From an optimization exercise on the open Yosys and OpenROAD flow, aimed at a short achievable clock period and few clock cycles per item; shortcuts taken in it are not production practice.
Only simulation tests tie the RTL to the original design; equivalence was not proved.
Power and IR drop assume default switching activity.

`flow/config.mk`:
```
export PLATFORM = sky130hd
export DESIGN_NAME = lc4_top
export DESIGN_NICKNAME = lc4_top
export VERILOG_FILES = /design/flow/design.v
export SDC_FILE = /design/flow/constraint.sdc
export NUM_CORES = 4
export LEC_CHECK = 0
export CAP_MARGIN = 20
export CORE_MARGIN = 2
export CORE_UTILIZATION = 40
export SLEW_MARGIN = 20
```
`flow/constraint.sdc`:
```
create_clock -name core_clock -period 4.3 [get_ports {clk}]
set_input_delay 0.8600 -clock core_clock [delete_from_list [all_inputs] [get_ports {clk}]]
set_output_delay 0.8600 -clock core_clock [all_outputs]
set_load 0.01 [all_outputs]
```
`flow/design.v`:
```
`timescale 1ns/100ps
package lc4_isa_pkg;
   localparam int NUM_REGS = 8;
   typedef logic [15:0] word_t;
   typedef logic [2:0]  reg_sel_t;
   typedef enum logic [3:0] {
      OP_BR    = 4'b0000,
      OP_ADD   = 4'b0001,
      OP_AND   = 4'b0101,
      OP_LDR   = 4'b0110,
      OP_STR   = 4'b0111,
      OP_CONST = 4'b1001
   } opcode_e;
   typedef struct packed {
      logic n;
      logic z;
      logic p;
   } nzp_t;
   typedef struct packed {
      opcode_e  opcode;
      reg_sel_t rd;
      reg_sel_t rs;
      logic [2:0] subop;
      reg_sel_t rt;
   } rr_fmt_t;
   typedef struct packed {
      opcode_e  opcode;
      reg_sel_t rd;
      reg_sel_t rs;
      logic     imm_form;
      logic [4:0] imm5;
   } ri_fmt_t;
   typedef struct packed {
      opcode_e  opcode;
      reg_sel_t rd;
      reg_sel_t rs;
      logic [5:0] imm6;
   } mem_fmt_t;
   typedef struct packed {
      opcode_e  opcode;
      nzp_t     nzp;
      logic [8:0] imm9;
   } br_fmt_t;
   typedef struct packed {
      opcode_e  opcode;
      reg_sel_t rd;
      logic [8:0] imm9;
   } const_fmt_t;
   typedef union packed {
      rr_fmt_t    rr;
      ri_fmt_t    ri;
      mem_fmt_t   mem;
      br_fmt_t    br;
      const_fmt_t cnst;
   } insn_u;
   function automatic nzp_t nzp_of(word_t value);
      nzp_t flags;
      flags.n = value[15];
      flags.z = (value == '0);
      flags.p = !value[15] && (value != '0);
      nzp_of = flags;
   endfunction
   typedef enum logic [1:0] {
      ALU_ADD,
      ALU_AND,
      ALU_CONST,
      ALU_BRANCH
   } alu_op_e;
   typedef struct packed {
      logic    valid;
      logic    rs_re;
      logic    rt_re;
      logic    rf_we;
      logic    nzp_we;
      logic    is_load;
      logic    is_store;
      logic    is_branch;
      logic    use_imm;
      alu_op_e alu_op;
   } ctrl_t;
   typedef struct packed {
      word_t pc;
      insn_u insn;
      logic  valid;
   } fd_t;
   typedef struct packed {
      word_t    pc;
      insn_u    insn;
      ctrl_t    ctrl;
      reg_sel_t rs_sel;
      reg_sel_t rt_sel;
      reg_sel_t wsel;
      word_t    rs_data;
      word_t    rt_data;
   } dx_t;
   typedef struct packed {
      word_t    pc;
      word_t    insn;
      ctrl_t    ctrl;
      reg_sel_t wsel;
      reg_sel_t rt_sel;
      word_t    result;
      word_t    store_data;
   } xm_t;
   typedef struct packed {
      logic     rf_we;
      reg_sel_t wsel;
      word_t    data;
   } wb_t;
   typedef struct packed {
      logic     valid;
      word_t    pc;
      word_t    insn;
      logic     rf_we;
      reg_sel_t wsel;
      word_t    wdata;
   } retire_t;
endpackage
`timescale 1ns/100ps
module lc4_decoder
(
   input  lc4_isa_pkg::insn_u    i_insn,
   output lc4_isa_pkg::ctrl_t    o_ctrl,
   output lc4_isa_pkg::reg_sel_t o_rs_sel,
   output lc4_isa_pkg::reg_sel_t o_rt_sel,
   output lc4_isa_pkg::reg_sel_t o_wsel
);
   always_comb begin
      o_ctrl   = '0;
      o_rs_sel = i_insn.rr.rs;
      o_rt_sel = i_insn.rr.rt;
      o_wsel   = i_insn.rr.rd;
      case (i_insn.rr.opcode)
         lc4_isa_pkg::OP_ADD, lc4_isa_pkg::OP_AND: begin
            if (i_insn.ri.imm_form || i_insn.rr.subop == 3'b000) begin
               o_ctrl.valid   = 1'b1;
               o_ctrl.rs_re   = 1'b1;
               o_ctrl.rt_re   = !i_insn.ri.imm_form;
               o_ctrl.rf_we   = 1'b1;
               o_ctrl.nzp_we  = 1'b1;
               o_ctrl.use_imm = i_insn.ri.imm_form;
               o_ctrl.alu_op  = (i_insn.rr.opcode == lc4_isa_pkg::OP_AND) ? lc4_isa_pkg::ALU_AND : lc4_isa_pkg::ALU_ADD;
            end
         end
         lc4_isa_pkg::OP_CONST: begin
            o_ctrl.valid  = 1'b1;
            o_ctrl.rf_we  = 1'b1;
            o_ctrl.nzp_we = 1'b1;
            o_ctrl.alu_op = lc4_isa_pkg::ALU_CONST;
         end
         lc4_isa_pkg::OP_LDR: begin
            o_ctrl.valid   = 1'b1;
            o_ctrl.rs_re   = 1'b1;
            o_ctrl.rf_we   = 1'b1;
            o_ctrl.nzp_we  = 1'b1;
            o_ctrl.is_load = 1'b1;
            o_ctrl.use_imm = 1'b1;
         end
         lc4_isa_pkg::OP_STR: begin
            o_ctrl.valid    = 1'b1;
            o_ctrl.rs_re    = 1'b1;
            o_ctrl.rt_re    = 1'b1;
            o_ctrl.is_store = 1'b1;
            o_ctrl.use_imm  = 1'b1;
            o_rt_sel        = i_insn.mem.rd;
         end
         lc4_isa_pkg::OP_BR: begin
            o_ctrl.valid     = 1'b1;
            o_ctrl.is_branch = 1'b1;
            o_ctrl.alu_op    = lc4_isa_pkg::ALU_BRANCH;
         end
         default: ;
      endcase
   end
endmodule
`timescale 1ns/100ps
module lc4_regfile
(
   input  logic     gwe,
   input  logic     i_reset,
   input  lc4_isa_pkg::reg_sel_t i_rs_sel,
   input  lc4_isa_pkg::reg_sel_t i_rt_sel,
   output lc4_isa_pkg::word_t    o_rs_data,
   output lc4_isa_pkg::word_t    o_rt_data,
   input  lc4_isa_pkg::wb_t      i_wb
);
   lc4_isa_pkg::word_t regs [lc4_isa_pkg::NUM_REGS];
   always_ff @(posedge gwe) begin
      if (i_reset) begin
         for (int i = 0; i < lc4_isa_pkg::NUM_REGS; i++) begin
            regs[i] <= '0;
         end
      end else if (i_wb.rf_we) begin
         regs[i_wb.wsel] <= i_wb.data;
      end
   end
   assign o_rs_data = (i_wb.rf_we && i_wb.wsel == i_rs_sel) ? i_wb.data : regs[i_rs_sel];
   assign o_rt_data = (i_wb.rf_we && i_wb.wsel == i_rt_sel) ? i_wb.data : regs[i_rt_sel];
endmodule
`timescale 1ns/100ps
module lc4_fetch
#(
   parameter logic [15:0] RESET_PC = 16'h8200
) (
   input  logic  gwe,
   input  logic  i_reset,
   input  logic  i_stall,
   input  logic  i_redirect,
   input  lc4_isa_pkg::word_t i_target,
   output lc4_isa_pkg::word_t o_imem_addr,
   input  lc4_isa_pkg::word_t i_imem_data,
   output lc4_isa_pkg::fd_t   o_fd
);
   lc4_isa_pkg::word_t pc_q;
   assign o_imem_addr = pc_q;
   always_ff @(posedge gwe) begin
      if (i_reset) begin
         pc_q       <= RESET_PC;
         o_fd.valid <= 1'b0;
      end else if (i_redirect) begin
         pc_q       <= i_target;
         o_fd.valid <= 1'b0;
      end else if (!i_stall) begin
         pc_q       <= pc_q + 16'd1;
         o_fd.pc    <= pc_q;
         o_fd.insn  <= i_imem_data;
         o_fd.valid <= 1'b1;
      end
   end
endmodule
`timescale 1ns/100ps
module lc4_decode_stage
(
   input  logic gwe,
   input  logic i_reset,
   input  lc4_isa_pkg::fd_t  i_fd,
   input  logic i_redirect,
   input  lc4_isa_pkg::wb_t  i_wb,
   output logic o_stall,
   output lc4_isa_pkg::dx_t  o_dx
);
   lc4_isa_pkg::ctrl_t    dec_ctrl;
   lc4_isa_pkg::reg_sel_t rs_sel;
   lc4_isa_pkg::reg_sel_t rt_sel;
   lc4_isa_pkg::reg_sel_t wsel;
   lc4_isa_pkg::word_t    rs_data;
   lc4_isa_pkg::word_t    rt_data;
   logic     dec_valid;
   logic     rs_hazard;
   logic     rt_hazard;
   lc4_decoder lc4_decoder_i (
      .i_insn   (i_fd.insn),
      .o_ctrl   (dec_ctrl),
      .o_rs_sel (rs_sel),
      .o_rt_sel (rt_sel),
      .o_wsel   (wsel)
   );
   lc4_regfile lc4_regfile_i (
      .gwe       (gwe),
      .i_reset   (i_reset),
      .i_rs_sel  (rs_sel),
      .i_rt_sel  (rt_sel),
      .o_rs_data (rs_data),
      .o_rt_data (rt_data),
      .i_wb      (i_wb)
   );
   assign dec_valid = i_fd.valid && dec_ctrl.valid;
   assign rs_hazard = dec_ctrl.rs_re && rs_sel == o_dx.wsel;
   assign rt_hazard = dec_ctrl.rt_re && !dec_ctrl.is_store && rt_sel == o_dx.wsel;
   assign o_stall   = dec_valid && o_dx.ctrl.valid && o_dx.ctrl.is_load &&
                      (rs_hazard || rt_hazard);
   always_ff @(posedge gwe) begin
      if (i_reset) begin
         o_dx.ctrl <= '0;
      end else begin
         o_dx.pc      <= i_fd.pc;
         o_dx.insn    <= i_fd.insn;
         o_dx.rs_sel  <= rs_sel;
         o_dx.rt_sel  <= rt_sel;
         o_dx.wsel    <= wsel;
         o_dx.rs_data <= rs_data;
         o_dx.rt_data <= rt_data;
         if (o_stall || i_redirect || !dec_valid) begin
            o_dx.ctrl <= '0;
         end else begin
            o_dx.ctrl <= dec_ctrl;
         end
      end
   end
endmodule
`timescale 1ns/100ps
module lc4_execute
(
   input  logic  gwe,
   input  logic  i_reset,
   input  lc4_isa_pkg::dx_t   i_dx,
   input  lc4_isa_pkg::wb_t   i_wb,
   input  lc4_isa_pkg::nzp_t  i_cond,
   output logic  o_redirect,
   output lc4_isa_pkg::word_t o_target,
   output lc4_isa_pkg::xm_t   o_xm
);
   lc4_isa_pkg::word_t rs_val;
   lc4_isa_pkg::word_t rt_val;
   lc4_isa_pkg::word_t imm_val;
   lc4_isa_pkg::word_t op_b;
   lc4_isa_pkg::word_t alu_res;
   function automatic lc4_isa_pkg::word_t bypass(lc4_isa_pkg::reg_sel_t sel, lc4_isa_pkg::word_t rf_val, lc4_isa_pkg::xm_t xm, lc4_isa_pkg::wb_t wb);
      if (xm.ctrl.rf_we && !xm.ctrl.is_load && xm.wsel == sel) begin
         bypass = xm.result;
      end else if (wb.rf_we && wb.wsel == sel) begin
         bypass = wb.data;
      end else begin
         bypass = rf_val;
      end
   endfunction
   always_comb begin
      rs_val = bypass(i_dx.rs_sel, i_dx.rs_data, o_xm, i_wb);
      rt_val = bypass(i_dx.rt_sel, i_dx.rt_data, o_xm, i_wb);
   end
   assign imm_val = (i_dx.ctrl.is_load || i_dx.ctrl.is_store) ?
                    {{10{i_dx.insn.mem.imm6[5]}}, i_dx.insn.mem.imm6} :
                    {{11{i_dx.insn.ri.imm5[4]}}, i_dx.insn.ri.imm5};
   assign op_b = i_dx.ctrl.use_imm ? imm_val : rt_val;
   always_comb begin
      case (i_dx.ctrl.alu_op)
         lc4_isa_pkg::ALU_ADD:    alu_res = rs_val + op_b;
         lc4_isa_pkg::ALU_AND:    alu_res = rs_val & op_b;
         lc4_isa_pkg::ALU_CONST:  alu_res = {{7{i_dx.insn.cnst.imm9[8]}}, i_dx.insn.cnst.imm9};
         lc4_isa_pkg::ALU_BRANCH: alu_res = i_dx.pc + 16'd1 + {{7{i_dx.insn.br.imm9[8]}}, i_dx.insn.br.imm9};
         default:    alu_res = '0;
      endcase
   end
   assign o_redirect = i_dx.ctrl.valid && i_dx.ctrl.is_branch &&
                       ((i_dx.insn.br.nzp & i_cond) != '0);
   assign o_target   = alu_res;
   always_ff @(posedge gwe) begin
      if (i_reset) begin
         o_xm.ctrl <= '0;
      end else begin
         o_xm.ctrl       <= i_dx.ctrl;
         o_xm.pc         <= i_dx.pc;
         o_xm.insn       <= i_dx.insn;
         o_xm.wsel       <= i_dx.wsel;
         o_xm.rt_sel     <= i_dx.rt_sel;
         o_xm.result     <= alu_res;
         o_xm.store_data <= rt_val;
      end
   end
endmodule
`timescale 1ns/100ps
module lc4_memory_stage
(
   input  logic    gwe,
   input  logic    i_reset,
   input  lc4_isa_pkg::xm_t     i_xm,
   output lc4_isa_pkg::word_t   o_dmem_addr,
   output logic    o_dmem_we,
   output lc4_isa_pkg::word_t   o_dmem_wdata,
   input  lc4_isa_pkg::word_t   i_dmem_data,
   output lc4_isa_pkg::nzp_t    o_cond,
   output lc4_isa_pkg::wb_t     o_wb,
   output lc4_isa_pkg::retire_t o_retire
);
   lc4_isa_pkg::nzp_t  nzp_q;
   lc4_isa_pkg::nzp_t  m_nzp;
   lc4_isa_pkg::word_t m_result;
   logic  wm_hit;
   assign o_dmem_addr = (i_xm.ctrl.is_load || i_xm.ctrl.is_store) ? i_xm.result : '0;
   assign o_dmem_we   = i_xm.ctrl.valid && i_xm.ctrl.is_store;
   assign wm_hit       = i_xm.ctrl.is_store && o_wb.rf_we && o_wb.wsel == i_xm.rt_sel;
   assign o_dmem_wdata = wm_hit ? o_wb.data : i_xm.store_data;
   assign m_result = i_xm.ctrl.is_load ? i_dmem_data : i_xm.result;
   assign m_nzp    = lc4_isa_pkg::nzp_of(m_result);
   assign o_cond = i_xm.ctrl.nzp_we ? m_nzp : nzp_q;
   always_ff @(posedge gwe) begin
      if (i_reset) begin
         nzp_q <= '0;
      end else if (i_xm.ctrl.valid && i_xm.ctrl.nzp_we) begin
         nzp_q <= m_nzp;
      end
   end
   always_ff @(posedge gwe) begin
      if (i_reset) begin
         o_retire.valid <= 1'b0;
         o_retire.rf_we <= 1'b0;
      end else begin
         o_retire.valid <= i_xm.ctrl.valid;
         o_retire.rf_we <= i_xm.ctrl.rf_we;
         o_retire.pc    <= i_xm.pc;
         o_retire.insn  <= i_xm.insn;
         o_retire.wsel  <= i_xm.wsel;
         o_retire.wdata <= m_result;
      end
   end
   assign o_wb.rf_we = o_retire.rf_we;
   assign o_wb.wsel  = o_retire.wsel;
   assign o_wb.data  = o_retire.wdata;
endmodule
`timescale 1ns/100ps
module lc4_pipeline
#(
   parameter logic [15:0] RESET_PC = 16'h8200
) (
   input  logic    gwe,
   input  logic    i_reset,
   output lc4_isa_pkg::word_t   o_imem_addr,
   input  lc4_isa_pkg::word_t   i_imem_data,
   output lc4_isa_pkg::word_t   o_dmem_addr,
   output logic    o_dmem_we,
   output lc4_isa_pkg::word_t   o_dmem_wdata,
   input  lc4_isa_pkg::word_t   i_dmem_data,
   output lc4_isa_pkg::retire_t o_retire
);
   lc4_isa_pkg::fd_t   fd;
   lc4_isa_pkg::dx_t   dx;
   lc4_isa_pkg::xm_t   xm;
   lc4_isa_pkg::wb_t   wb;
   lc4_isa_pkg::nzp_t  cond;
   logic  stall;
   logic  redirect;
   lc4_isa_pkg::word_t target;
   lc4_fetch #(
      .RESET_PC (RESET_PC)
   ) lc4_fetch_i (
      .gwe         (gwe),
      .i_reset     (i_reset),
      .i_stall     (stall),
      .i_redirect  (redirect),
      .i_target    (target),
      .o_imem_addr (o_imem_addr),
      .i_imem_data (i_imem_data),
      .o_fd        (fd)
   );
   lc4_decode_stage lc4_decode_stage_i (
      .gwe        (gwe),
      .i_reset    (i_reset),
      .i_fd       (fd),
      .i_redirect (redirect),
      .i_wb       (wb),
      .o_stall    (stall),
      .o_dx       (dx)
   );
   lc4_execute lc4_execute_i (
      .gwe        (gwe),
      .i_reset    (i_reset),
      .i_dx       (dx),
      .i_wb       (wb),
      .i_cond     (cond),
      .o_redirect (redirect),
      .o_target   (target),
      .o_xm       (xm)
   );
   lc4_memory_stage lc4_memory_stage_i (
      .gwe          (gwe),
      .i_reset      (i_reset),
      .i_xm         (xm),
      .o_dmem_addr  (o_dmem_addr),
      .o_dmem_we    (o_dmem_we),
      .o_dmem_wdata (o_dmem_wdata),
      .i_dmem_data  (i_dmem_data),
      .o_cond       (cond),
      .o_wb         (wb),
      .o_retire     (o_retire)
   );
endmodule
`timescale 1ns/100ps
module lc4_top (
   input  logic        clk,
   input  logic        i_reset,
   output logic [15:0] o_imem_addr,
   input  logic [15:0] i_imem_data,
   output logic [15:0] o_dmem_addr,
   output logic        o_dmem_we,
   output logic [15:0] o_dmem_wdata,
   input  logic [15:0] i_dmem_data,
   output logic        o_retire_valid,
   output logic [15:0] o_retire_pc,
   output logic [15:0] o_retire_insn,
   output logic        o_retire_rf_we,
   output logic [2:0]  o_retire_wsel,
   output logic [15:0] o_retire_wdata
);
   lc4_isa_pkg::retire_t retire;
   lc4_pipeline #(
      .RESET_PC (16'h8200)
   ) lc4_pipeline_i (
      .gwe          (clk),
      .i_reset      (i_reset),
      .o_imem_addr  (o_imem_addr),
      .i_imem_data  (i_imem_data),
      .o_dmem_addr  (o_dmem_addr),
      .o_dmem_we    (o_dmem_we),
      .o_dmem_wdata (o_dmem_wdata),
      .i_dmem_data  (i_dmem_data),
      .o_retire     (retire)
   );
   assign o_retire_valid = retire.valid;
   assign o_retire_pc    = retire.pc;
   assign o_retire_insn  = retire.insn;
   assign o_retire_rf_we = retire.rf_we;
   assign o_retire_wsel  = retire.wsel;
   assign o_retire_wdata = retire.wdata;
endmodule
```
`flow/run.sh`:
```
#!/bin/bash
# synth_recipe.tcl (not shown) runs the flow's synth.tcl, then flattens the netlist and writes it again
# the make line also repeats each setting of config.mk as NAME=value (left out here)
make -C /OpenROAD-flow-scripts/flow DESIGN_CONFIG=/design/flow/config.mk WORK_HOME=/design/flow/orfs CLKGATE_MAP_FILE= SYNTH_SCRIPT=/design/flow/synth_recipe.tcl finish
```
==> impl_metrics.py <==
metrics = {
    "synthesis": {
        "synth_largest_area_cell": "edfxtp_1",
        "synth.area.top_cells": "edfxtp_1 54%, nand2_1 4.6%, mux4_2 4.6%",
        "syn-num-nets": 1651,
        "syn_area_per_cell_um2": 12.1,
        "syn_area_um2": 19200,
        "async_reset_ff_share_pct": 0,
        "yosys.cell_count.top_type": "edfxtp_1",
        "netlist.area_leader.share_pct": 53.5,
        "synth.distinct_cells": 90,
        "synthTopCellsByCount": "342 x edfxtp_1, 235 x nand2_1, 135 x and2_1",
        "ys_ff_latch": 376,
        "synthFlopType": "edfxtp_1",
        "synth_seq_area_share_pct": 57.1,
        "synth-edff-count": 342,
        "yosysWarnings": 6,
        "syn_inst": 1583,
    },
    "global_routing": {
        "grt_pass1_wl_um": 81400,
        "grt_pass1_vias": 13100,
        "grt_max_degree": 196,
        "antenna_found_initial": 0,
        "track_usage_pct": 21.7,
        "overflow": 0,
    },
    "drt": {
        "drc_errors": 0,
        "drt-wirelength-per-cell_um": 22.7,
        "dr.first_iter.drc_count": 1197,
        "drt-total-wl_um": 54000,
        "via_per_inst": 5.51,
        "via_count": 13100,
        "firstDrtPassIters": 7,
        "postRouteAntennaNets": 0,
    },
    "setup_path": {
        "endpoint_kind": "flip-flop",
        "crit_start": "lc4_pipeline_i.lc4_execute_i.o_xm[60]",
        "worst-setup-path-type": "reg2reg",
        "r2r-end": "lc4_pipeline_i.lc4_execute_i.o_xm[30]",
        "rrSetupSlack_ns": 0.19,
        "arrival_ns": 4.42,
        "worstReg2RegStart": "lc4_pipeline_i.lc4_execute_i.o_xm[60]",
        "reg2reg_depth": 16,
        "startpoint_type": "flip-flop",
        "critPathRequiredTime_ns": 4.61,
        "cp_max_fo": 3,
    },
    "sta": {
        "slew_viol_final": 0,
        "finalSetupViolations": 0,
        "clock-skew-final_ns": 0.0162,
        "worstMarginPinSlew_ns": 1.09,
        "period_share_pct": 95.6,
        "max_freq_mhz": 243,
        "slew_headroom_pct": 27.5,
        "finalSetupTns_ns": 0,
        "final_hold_viol_count": 0,
        "period_needed_ns": 4.11,
        "rsz0062_at_grt": "no",
    },
    "floorplan": {
        "num_rows": 80,
        "io_pins": 136,
        "core_um2": 47500,
        "die_area_um2": 49700,
        "start_util_pct": 40.3,
        "fp.dieH_um": 223,
        "die_w_um": 223,
    },
    "clock_network": {
        "clockBufferDepth": 3,
        "insertion_delay_ns": 0.57,
        "numCtsBuffers": 42,
        "cts_tree": "built",
        "clk_pin_slew_worst_paths_ns": 0.06,
        "hold_buffers": 0,
        "htreeDepth": 2,
        "root_buffer": "clkbuf_16",
        "cts.sink_count": 376,
    },
    "pwr": {
        "leakagePower_nw": 8.34,
        "ir_worst_vdd_mv": 0.239,
        "power_density_nw_per_um2": 412,
    },
    "final_layout": {
        "drive_gt1_share_pct": 14.4,
        "nNetsFinal": 1792,
        "multi_input_area_um2": 7720,
        "fillers": 4197,
        "ff_latch_area_um2": 11000,
        "area_growth_pct": 19.1,
        "n_antenna_cell": 0,
        "final_util_pct": 48.1,
    },
    "hold_path": {
        "whs_path_depth": 0,
        "hold_path_startpoint": "lc4_pipeline_i.lc4_execute_i.o_xm[50]",
        "min_path_type": "reg2reg",
        "hold_end": "lc4_pipeline_i.lc4_memory_stage_i.o_retire[21]",
    },
    "placed_design": {
        "gp_congestion": 0.899,
        "portBuffers": 135,
        "dpl.hpwl_um": 37000,
    },
    "job": {
        "maxCapViolations": 0,
    },
    "status": {
        "outcome": "no timing/DRC/antenna violations",
    },
}
-- report_power, final --
part / switching (mW) / internal, mW
sequential: 0.228 / 4.24
combinational: 0.680 / 0.540
clock: 1.51 / 2.22
-- kinds of logic after synthesis --
| group | synth area share [%] |
|---|---|
| compound gates | 9.17 |
| xor+xnor | 2.69 |
| fa+ha+maj | 2.30 |
| buf+inv | 2.96 |
| flops | 57.1 |
| mux | 10.0 |
| simple gates | 15.8 |
-- critical path, cell delays in order, from the launching register on --
cell and delay, ns:
edfxtp_1 0.45, xor2_1 0.20, nor4_2 0.28, buf_4 0.17
nand2_1 0.05, o21ai_0 0.11, mux2_2 0.20, ha_1 0.19
inv_1 0.07, fa_1 0.46, nor2b_1 0.21, o2111a_1 0.26
o31a_1 0.18, o41ai_2 0.11, or3_1 0.40, and4_1 0.21
or3_1 0.30
-- state kept, by name, summed over array words and instances, names as in the netlist --
name / cells
lc4_pipeline_i.lc4_decode_stage_i.lc4_regfile_i.regs: 128
lc4_pipeline_i.lc4_fetch_i.o_fd: 33
lc4_pipeline_i.lc4_memory_stage_i.nzp_q: 3
lc4_pipeline_i.lc4_execute_i.o_xm: 71
lc4_pipeline_i.lc4_memory_stage_i.o_retire: 50
lc4_pipeline_i.lc4_decode_stage_i.o_dx: 75
lc4_pipeline_i.lc4_fetch_i.pc_q: 16
-- area by class of cell --
cell class	count	share of cell area (%)
clock buffer	57	5.29
clock inverter	21	1.03
inverter	23	0.411
multi-input combinational	1081	33.8
sequential	376	47.9
tap	615	3.37
timing repair buffer	200	8.18
-- how the worst max path moves through the flow --
stage,endpoint,cells after the start
6_report,lc4_pipeline_i.lc4_execute_i.o_xm[30],16
4_1_cts,lc4_pipeline_i.lc4_execute_i.o_xm[28],12
5_1_grt,lc4_pipeline_i.lc4_execute_i.o_xm[30],14
2_1_floorplan,lc4_pipeline_i.lc4_execute_i.o_xm[30],16
3_3_place_gp,lc4_pipeline_i.lc4_execute_i.o_xm[28],12
3_5_place_dp,lc4_pipeline_i.lc4_execute_i.o_xm[30],15
-- cell usage in the layout (no fill, tap or decap), types with 6 or more instances in the layout --
cell type,n
nor3_1,21
clkbuf_1,6
a21o_1,10
or3_1,7
dfxtp_1,34
edfxtp_1,342
and3_1,21
a311oi_1,17
inv_1,21
nor2b_1,33
a21oi_1,29
nor3_2,6
or2_2,6
xor2_1,27
buf_4,62
a31oi_1,19
nor2_1,52
o21ai_0,61
nand2_1,235
nand3_1,45
ha_1,32
clkbuf_8,8
mux2_2,39
clkbuf_16,43
and2_1,135
o21a_1,19
o21ai_1,25
clkdlybuf4s50_1,135
xnor2_1,32
clkinv_2,6
mux2i_1,54
nand2b_1,7
clkinv_1,6
mux4_2,39
-- repair_timing --
action	CTS	global route
setup buffers	0	1
resized for setup	0	2
endpoints found under the setup margin	0	3
-- stage by stage --
step	hold slack [ns]	power [mW]	instance area [um^2]	std cells	worst slack (ns)
floorplan	0.400	5.20	19200	1583	0.142
global placement	0.401	5.74	21400	2294	0.190
detailed placement	0.405	5.75	21400	2294	0.161
CTS	0.416	9.48	22800	2372	0.126
global route	0.421	9.74	22800	2373	0.0303
finish	0.415	9.42	22800	2373	0.190
-- per-layer routing --
| layer | vias to the layer above | wire length [um] | GRT usage, % |
|---|---|---|---|
| li1 | 6124 | - | - |
| met1 | 6445 | 21700 | 26.5 |
| met2 | 389 | 27400 | 38.6 |
| met3 | 121 | 2960 | 3.71 |
| met4 | 0 | 1920 | 8.10 |
| met5 | - | 0 | 0 |
Testbench counts, summed over its fixed seeds: cycles 57,676, items 42,737.

## afterwards: timing with drivers on the ports
No port has a modelled driver above. Below, the same layout with a new extraction and two added sets of constraints. Step 1: set_driving_cell puts a clkbuf_16 on clk and a buf_2 on each other input, an assumption about the parent block. Step 2, shift: input delay + t, output delay - t, t = (earliest + latest rising clock arrival at the registers) / 2. This alone moves slack from input paths to output paths. Slacks: no drivers / after step 1 / after step 2; pairs: no drivers / after step 1.
t, ns: 0.625
slack for setup (ns): 0.190 / 0.190 / 0.190
worst register clock-pin slew, ns: 0.07 / 0.07
worst data-port slew with drivers (ns): 0.04
After both steps setup and hold are still met in this run. The setup slack of this run moves by 0.000 ns with the drivers and by 0.000 ns with both steps.
